From an optimization exercise on the open Yosys and OpenROAD flow, aimed at small area, a short achievable clock period and few clock cycles; shortcuts taken in it are not production practice.
Function was checked by simulation only, so behaviour that the tests miss may differ from the original.
No activity file was given, so power comes from the tool's default toggle rates.

## zinc
## row_peak_valley_detector
module row_peak_valley_detector #(
    parameter int MAX_COLUMNS = 4096,
    parameter int MAX_ROWS    = 4096,
    parameter int SAMPLE_BITS = 32
) (
    input  logic                                clk,
    input  logic                                rst_n,
    input  logic                                cfg_valid,
    output logic                                cfg_ready,
    input  logic [rpvd_pkg::CFG_INDEX_BITS-1:0] cfg_index,
    input  logic [rpvd_pkg::CFG_DATA_BITS-1:0]  cfg_data,
    input  logic                                sample_valid,
    output logic                                sample_ready,
    input  logic [SAMPLE_BITS-1:0]              sample,
    input  logic                                row_start,
    input  logic                                frame_start,
    output logic                                result_valid,
    input  logic                                result_ready,
    output logic                                is_valley,
    output logic [rpvd_pkg::COLUMN_BITS-1:0]    column,
    output logic [rpvd_pkg::ROW_BITS-1:0]       row,
    output logic [rpvd_pkg::VALUE_BITS-1:0]     value
);
    rpvd_pkg::cfg_t cfg;
    rpvd_cfg u_cfg (
        .clk       (clk),
        .rst_n     (rst_n),
        .cfg_valid (cfg_valid),
        .cfg_ready (cfg_ready),
        .cfg_index (cfg_index),
        .cfg_data  (cfg_data),
        .cfg       (cfg)
    );
    rpvd_core u_core (
        .clk          (clk),
        .rst_n        (rst_n),
        .sample_valid (sample_valid),
        .sample_ready (sample_ready),
        .sample       (sample),
        .row_start    (row_start),
        .frame_start  (frame_start),
        .cfg          (cfg),
        .result_valid (result_valid),
        .result_ready (result_ready),
        .is_valley    (is_valley),
        .column       (column),
        .row          (row),
  ...
Size: roughly 280 flip-flops, about 0.016 mm² of cells after synthesis.
Settings: LEC_CHECK=0, CAP_MARGIN=20, CORE_MARGIN=2, CORE_UTILIZATION=40, PLACE_DENSITY=0.6, SETUP_SLACK_MARGIN=0.5, SLEW_MARGIN=20; clock period 10.0 ns.
standard.sh (not shown) runs the stock make flow with config.mk's settings and CLKGATE_MAP_FILE= SYNTH_SCRIPT=/design/flow/synth_recipe.tcl, a recipe that flattens the netlist after the stock synthesis.
==> flow/flow/run.sh <==
#!/bin/bash
# The standard layout (standard.sh), with these changes:
# - timing repair aims for a setup slack of 6.3 ns (a 10 ns clock, so about 3.7 ns);
# - the port buffers are plain sky130_fd_sc_hd__buf_1 cells;
# - the clock tree clusters up to 30 flip-flops per leaf buffer.
# The full output of the ORFS make run goes to flow.log.
bash standard.sh SETUP_SLACK_MARGIN=6.3 "BUFFER_PORTS_ARGS=-buffer_cell sky130_fd_sc_hd__buf_1" CTS_CLUSTER_SIZE=30 CTS_CLUSTER_DIAMETER=80  finish > flow.log 2>&1
Testbench counts of zinc, summed over its fixed seeds: cycles 64,112.
[inputs] harbor vs zinc
==> flow/flow/run.sh <==
#!/bin/bash
# The standard layout, with timing repair aiming for a setup slack of 6.5 ns,
# port buffers of a plain buffer cell and (if flow/abc.script exists) the
# standard synthesis with that ABC script for the combinational logic.
W=$PWD
if [ -f flow/abc.script ]; then
  {
    echo 'proc abc {args} { set i [lsearch $args -script]; lset args [expr {$i+1}] '"$W"'/flow/abc.script; yosys abc {*}$args }'
    echo "source $W/synth_recipe.tcl"
  } > synth_wrap.tcl
fi
bash standard.sh SETUP_SLACK_MARGIN=6.5 SYNTH_SCRIPT=$W/synth_wrap.tcl BUFFER_PORTS_ARGS=-buffer_cell\ sky130_fd_sc_hd__buf_1 finish > flow.log 2>&1
==> flow/flow/abc.script (new file) <==
strash
dch -f
map -D 2500
topo
stime -c
buffer -c
upsize -c -D 2500
dnsize -c -D 2500
[summary]
- | sequential share of layout area | lower: harbor |
- [compare] base=zinc new=harbor: xor and xnor area share after synthesis fell by 0.88 points; sequential power stayed essentially flat; total standard cell area after synthesis lost about 4.3%; minimum hold slack -0.027 ns.
- Relative contribution of the clock network to total power is lower on zinc
- Library cell contributing the largest single delay on the critical path: sky130_fd_sc_hd__fa_1 -> harbor, sky130_fd_sc_hd__dfstp_2 -> zinc
- Die: harbor smaller than zinc
### harbor -> garnet
--- a/flow/flow/run.sh
+++ b/flow/flow/run.sh
@@ -10,3 +10,3 @@
   } > synth_wrap.tcl
 fi
-bash standard.sh SETUP_SLACK_MARGIN=6.5 SYNTH_SCRIPT=$W/synth_wrap.tcl BUFFER_PORTS_ARGS=-buffer_cell\ sky130_fd_sc_hd__buf_1 finish > flow.log 2>&1
+bash standard.sh SETUP_SLACK_MARGIN=6.5  BUFFER_PORTS_ARGS=-buffer_cell\ sky130_fd_sc_hd__buf_1 CORE_UTILIZATION=55 finish > flow.log 2>&1
removed: flow/flow/abc.script
## What came out
[compare] base=harbor new=garnet: shortest clock period the worst path allows after layout saw a decrease, buffering overhead saw a decrease. Leakage power figure in garnet is 5.2% below harbor. Compared with harbor, garnet shows a lower first-pass GRT wire length. Note that the number of standard cells in the layout, taps in and fillers out recorded for garnet amounts to 0.80 times the value seen in harbor. harbor reports its largest cell class by area as flip-flops and latches while garnet reports multi-input gates. The area taken by multi-input logic gates in harbor is 0.863 times that in garnet. A first element of the critical path of u_core.in_s[12] is what garnet shows, while u_core.in_s[30] belongs to harbor. Compared with harbor, in garnet post-synthesis cell type count went up 37, fraction of the mapped netlist area in compound gates went down 6.2 points, post-synthesis to final-layout area growth went down 7.6 points, final wirelength went down about 15%, final-layout clock-cell area share went down 0.49 points.
Input changes introduced in xenon (baseline for comparison: garnet):
--- a/flow/flow/run.sh
+++ b/flow/flow/run.sh
@@ -10,3 +10,3 @@
   } > synth_wrap.tcl
 fi
-bash standard.sh SETUP_SLACK_MARGIN=6.5  BUFFER_PORTS_ARGS=-buffer_cell\ sky130_fd_sc_hd__buf_1 CORE_UTILIZATION=55 finish > flow.log 2>&1
+bash standard.sh SETUP_SLACK_MARGIN=6.5  BUFFER_PORTS_ARGS=-buffer_cell\ sky130_fd_sc_hd__buf_1 CTS_BUF_LIST=sky130_fd_sc_hd__clkbuf_8 finish > flow.log 2>&1
## What came out
- Taking garnet as the reference, in xenon floorplan die area moved up, number of clock buffers inserted by TritonCTS up 63%, worst-case register-to-register setup slack saw a decrease.
- Total via count after detailed routing grows slightly when moving from garnet to xenon.
- For the clock power share, xenon came in 0.7 points lower than garnet did.
- Weighted congestion at the end of routability-driven global placement, xenon and garnet, lower one = garnet.
- Status: hold slack parity (garnet, xenon)
- Min final area across xenon and garnet: garnet
- Relative to garnet, xenon degrades least setup slack across all paths after layout.

## re-timing with driven ports
In the flow no input, the clock included, has a driving cell. The finished layouts below were timed again as built, in two steps. Step 1: set_driving_cell puts a clkbuf_16 on clk and a buf_2 on each other input, an assumption about the parent block. Step 2 moves the port delays by t, midway between the first and last clock arrival at a register: inputs arrive t later, outputs are due t later. That takes back most of the time a late clock gives input paths. Slacks: ideal ports / drivers / drivers and shift; pairs: ideal ports / drivers.
run	shift t [ns]	setup slack, ns	clock arrival spread, ns	worst data-port slew with drivers (ns)	cell pins on the clock port's net
zinc	0.571	6.329 / 6.279 / 6.048	0.024 / 0.024	0.04	1
harbor	0.569	6.446 / 6.446 / 6.221	0.014 / 0.014	0.05	1
garnet	0.611	6.532 / 6.494 / 6.083	0.012 / 0.012	0.04	1
xenon	0.635	6.507 / 6.507 / 6.111	0.027 / 0.027	0.05	1
After both steps setup and hold are still met in every run listed. For garnet, which loses most, drivers alone change the setup slack by -0.038 ns; drivers and shift together by -0.449 ns.
